This is an optimization exercise on Yosys and OpenROAD, whose aim is small area, not a production implementation.
In this exercise RTL edits were held to simulation tests only and were not proved equivalent to the original.

Setup of sierra:
==> flow/design.v (excerpt) <==
module dac_output_conditioner
#(
  parameter int DAC_DATA_WIDTH = 14,
  parameter int IN_DATA_WIDTH  = 16,
  parameter int GAIN_WIDTH     = 16
) (
  input  logic                             aclk,
  input  logic                             rst,
  input  logic signed [IN_DATA_WIDTH-1:0]  in_a,
  input  logic signed [IN_DATA_WIDTH-1:0]  in_b,
  input  logic signed [GAIN_WIDTH-1:0]     gain_a,
  input  logic signed [GAIN_WIDTH-1:0]     gain_b,
  input  logic signed [DAC_DATA_WIDTH-1:0] offset_a,
  input  logic signed [DAC_DATA_WIDTH-1:0] offset_b,
  input  logic                             enable_a,
  input  logic                             enable_b,
  input  logic [dac_cond_pkg::ENV_W-1:0]   ramp_step,
  input  logic                             sat_clr,
  output logic signed [DAC_DATA_WIDTH-1:0] dat_a_o,
  output logic signed [DAC_DATA_WIDTH-1:0] dat_b_o,
  output logic [1:0]                       state_a,
  output logic [1:0]                       state_b,
  output logic [dac_cond_pkg::SAT_CNT_W-1:0] sat_cnt_a,
  output logic [dac_cond_pkg::SAT_CNT_W-1:0] sat_cnt_b
);
For scale: about 200 flip-flops, about 180 I/O pins, ~30000 µm² of cells after synthesis.
==> module dac_cond_channel, before the edit <==
module dac_cond_channel
#(
  parameter int DAC_DATA_WIDTH = 14,
  parameter int IN_DATA_WIDTH  = 16,
  parameter int GAIN_WIDTH     = 16
) (
  input  logic                             clk_i,
  input  logic                             rst_i,
  input  logic                             kill_i,
  input  logic                             step_zero_i,
  input  logic signed [IN_DATA_WIDTH-1:0]  in_i,
  input  logic signed [GAIN_WIDTH-1:0]     gain_i,
  input  logic signed [DAC_DATA_WIDTH-1:0] offset_i,
  input  logic                             enable_i,
  input  logic [dac_cond_pkg::ENV_W-1:0]   ramp_step_i,
  input  logic                             sat_clr_i,
  output logic signed [DAC_DATA_WIDTH-1:0] dat_o,
  output logic [1:0]                       state_o,
  output logic [dac_cond_pkg::SAT_CNT_W-1:0] sat_cnt_o
);
  logic [1:0]        state_q;
  logic [13:0]       env_q;
  logic              on;
  logic [15:0]       env_x, step_x, env_r;
  logic              done;
  assign on     = state_q[1] & ~state_q[0];
  assign env_x  = {1'b0, on, env_q};
  assign step_x = {1'b0, ramp_step_i};
  logic [15:0] env_b;
  logic [10:0] env_c;
  logic [15:10] env_r0, env_r1;
  logic [16:10] env_c0, env_c1;
  assign env_b    = step_x ^ {16{~enable_i}};
  assign env_c[0] = ~enable_i;
  for (genvar k = 0; k < 10; k++) begin : g_env_lo
    dac_cond_fa u_fa (.a(env_x[k]), .b(env_b[k]), .c(env_c[k]), .s(env_r[k]), .co(env_c[k+1]));
  end
  assign env_c0[10] = 1'b0;
  assign env_c1[10] = 1'b1;
  for (genvar k = 10; k < 16; k++) begin : g_env_hi
    dac_cond_fa u_fa0 (.a(env_x[k]), .b(env_b[k]), .c(env_c0[k]), .s(env_r0[k]), .co(env_c0[k+1]));
    dac_cond_fa u_fa1 (.a(env_x[k]), .b(env_b[k]), .c(env_c1[k]), .s(env_r1[k]), .co(env_c1[k+1]));
  end
  assign env_r[15:10] = env_c[10] ? env_r1 : env_r0;
  assign done   = step_zero_i | (enable_i ? (env_r[15:14] != 2'b00)
                                          : (env_r[15] | (env_r == 16'd0)));
  always_ff @(posedge clk_i) begin
    if (rst_i) begin
      state_q <= 2'b00;
      env_q   <= '0;
    end else begin
      state_q <= {enable_i == done, ~done};
      env_q   <= done ? 14'd0 : env_r[13:0];
    end
  end
    logic signed [17:0] p2_q, p2d_q;
  logic signed [17:0] p2_d;
  dac_cond_mul_a u_mul_a (.a(in_i), .b(gain_i), .o(offset_i), .y(p2_d));
  logic        [17:0] m3;    
  logic signed [17:0] p3;
  logic               sat;
  logic signed [13:0] c_q;
  logic               sat_q;
  logic signed [13:0] dat_q;
  dac_cond_mul_c u_mul_c (.p(p2d_q), .e(env_q), .yn(m3));
  assign p3  = on ? p2d_q : $signed(~m3);
  assign sat = (p3[17:13] != 5'b00000) & (p3[17:13] != 5'b11111);
  always_ff @(posedge clk_i) begin
    p2_q  <= p2_d;
    p2d_q <= p2_q;
    c_q   <= sat ? {p3[17], {13{~p3[17]}}} : p3[13:0];
    sat_q <= sat;
  end
  always_ff @(posedge clk_i) begin
    if (rst_i | kill_i) begin
      dat_q <= '0;
    end else begin
      dat_q <= c_q;
    end
  end
  assign dat_o   = dat_q;
  assign state_o = state_q;
  logic [15:0] sat_cnt_q, sat_cnt_s;
  logic [16:0] sat_cnt_c;
  assign sat_cnt_c[0] = sat_q & ~kill_i & ~&sat_cnt_q;
  for (genvar k = 0; k < 16; k++) begin : g_cnt_inc
    dac_cond_ha u_ha (.a(sat_cnt_q[k]), .b(sat_cnt_c[k]), .s(sat_cnt_s[k]), .co(sat_cnt_c[k+1]));
  end
  always_ff @(posedge clk_i) begin
    if (rst_i | sat_clr_i) begin
      sat_cnt_q <= '0;
    end else begin
      sat_cnt_q <= sat_cnt_s;
    end
  end
  assign sat_cnt_o = sat_cnt_q;
endmodule
clock: 8.0 ns
lec_check: 0
cap_margin: 20
core_margin: 2
core_utilization: 40
slew_margin: 20
synth_hierarchical: 1
run.sh (not shown) runs the stock make flow with config.mk's settings and CLKGATE_MAP_FILE= SYNTH_SCRIPT=/design/flow/synth_recipe.tcl, a recipe that flattens the netlist after the stock synthesis.
The final layout from sierra, which completed every stage, passed the timing, design-rule and antenna checks at the end of the flow.
The following lists how tundra was set up differently from sierra:
--- a/flow/design.v
+++ b/flow/design.v
@@ -45,20 +45,5 @@
   assign env_x  = {1'b0, on, env_q};
   assign step_x = {1'b0, ramp_step_i};
-  logic [15:0] env_b;
-  logic [10:0] env_c;
-  logic [15:10] env_r0, env_r1;
-  logic [16:10] env_c0, env_c1;
-  assign env_b    = step_x ^ {16{~enable_i}};
-  assign env_c[0] = ~enable_i;
-  for (genvar k = 0; k < 10; k++) begin : g_env_lo
-    dac_cond_fa u_fa (.a(env_x[k]), .b(env_b[k]), .c(env_c[k]), .s(env_r[k]), .co(env_c[k+1]));
-  end
-  assign env_c0[10] = 1'b0;
-  assign env_c1[10] = 1'b1;
-  for (genvar k = 10; k < 16; k++) begin : g_env_hi
-    dac_cond_fa u_fa0 (.a(env_x[k]), .b(env_b[k]), .c(env_c0[k]), .s(env_r0[k]), .co(env_c0[k+1]));
-    dac_cond_fa u_fa1 (.a(env_x[k]), .b(env_b[k]), .c(env_c1[k]), .s(env_r1[k]), .co(env_c1[k+1]));
-  end
-  assign env_r[15:10] = env_c[10] ? env_r1 : env_r0;
+  assign env_r  = enable_i ? env_x + step_x : env_x - step_x;
   assign done   = step_zero_i | (enable_i ? (env_r[15:14] != 2'b00)
                                           : (env_r[15] | (env_r == 16'd0)));
@@ -99,15 +84,10 @@
   assign dat_o   = dat_q;
   assign state_o = state_q;
-  logic [15:0] sat_cnt_q, sat_cnt_s;
-  logic [16:0] sat_cnt_c;
-  assign sat_cnt_c[0] = sat_q & ~kill_i & ~&sat_cnt_q;
-  for (genvar k = 0; k < 16; k++) begin : g_cnt_inc
-    dac_cond_ha u_ha (.a(sat_cnt_q[k]), .b(sat_cnt_c[k]), .s(sat_cnt_s[k]), .co(sat_cnt_c[k+1]));
-  end
+  logic [15:0] sat_cnt_q;
   always_ff @(posedge clk_i) begin
     if (rst_i | sat_clr_i) begin
       sat_cnt_q <= '0;
-    end else begin
-      sat_cnt_q <= sat_cnt_s;
+    end else if (sat_q & ~kill_i & ~&sat_cnt_q) begin
+      sat_cnt_q <= sat_cnt_q + 1'b1;
     end
   end
## What came out
- tundra vs sierra — simple logic cell fraction of the synthesized area rose 1.6 points.
- tundra vs. sierra: minimum period implied by the final worst setup slack went down by 0.013 ns.
- Compared tundra vs sierra, and count of unique library cells instantiated by Yosys is up in tundra.
- In tundra the number of buffers and inverters on the critical path turned out 1 lower than in sierra.
- Re setup slack: sierra was lower than tundra.
- Summary of tundra over sierra: sum of net half-perimeters after detailed placement moved up; logic depth of the worst setup path including buffers decreased by 1 relative to the old numbers; wire length of the first global-routing pass rose 4900 µm; clock tree skew after final layout has remained practically unchanged.
- tundra — non-clock buffering overhead in the final layout 0.93 points lower, sierra as reference
- Count of filler cells inserted in the layout, tundra and sierra, lower one = sierra.

-- separate check: timing with driven ports --
The results above use ideal ports. As a check the final layouts listed here were re-extracted and re-timed, cells and wires unchanged.
Step 1 sets driving cells, clkbuf_16 on the clock port and buf_2 on the other inputs (assumed; they add their load-dependent delay and slew).
Step 2 moves the port delays by t, midway between the first and last clock arrival at a register: inputs arrive t later, outputs are due t later. That takes back most of the time a late clock gives input paths.
Slacks: ideal ports / drivers / drivers and shift; pairs: ideal ports / drivers.
run	t (ns)	setup slack, ns	latest minus earliest clock arrival (ns)	worst slew at a driven data input, ns
sierra	0.516	0.365 / 0.397 / -0.119	0.015 / 0.014	0.06
tundra	0.522	0.378 / 0.412 / -0.109	0.013 / 0.013	0.06
Met with ideal ports but missed after step 2: setup timing in sierra and tundra. The setup slack of tundra, which loses most, moves by +0.034 ns with the drivers and by -0.487 ns with both steps.
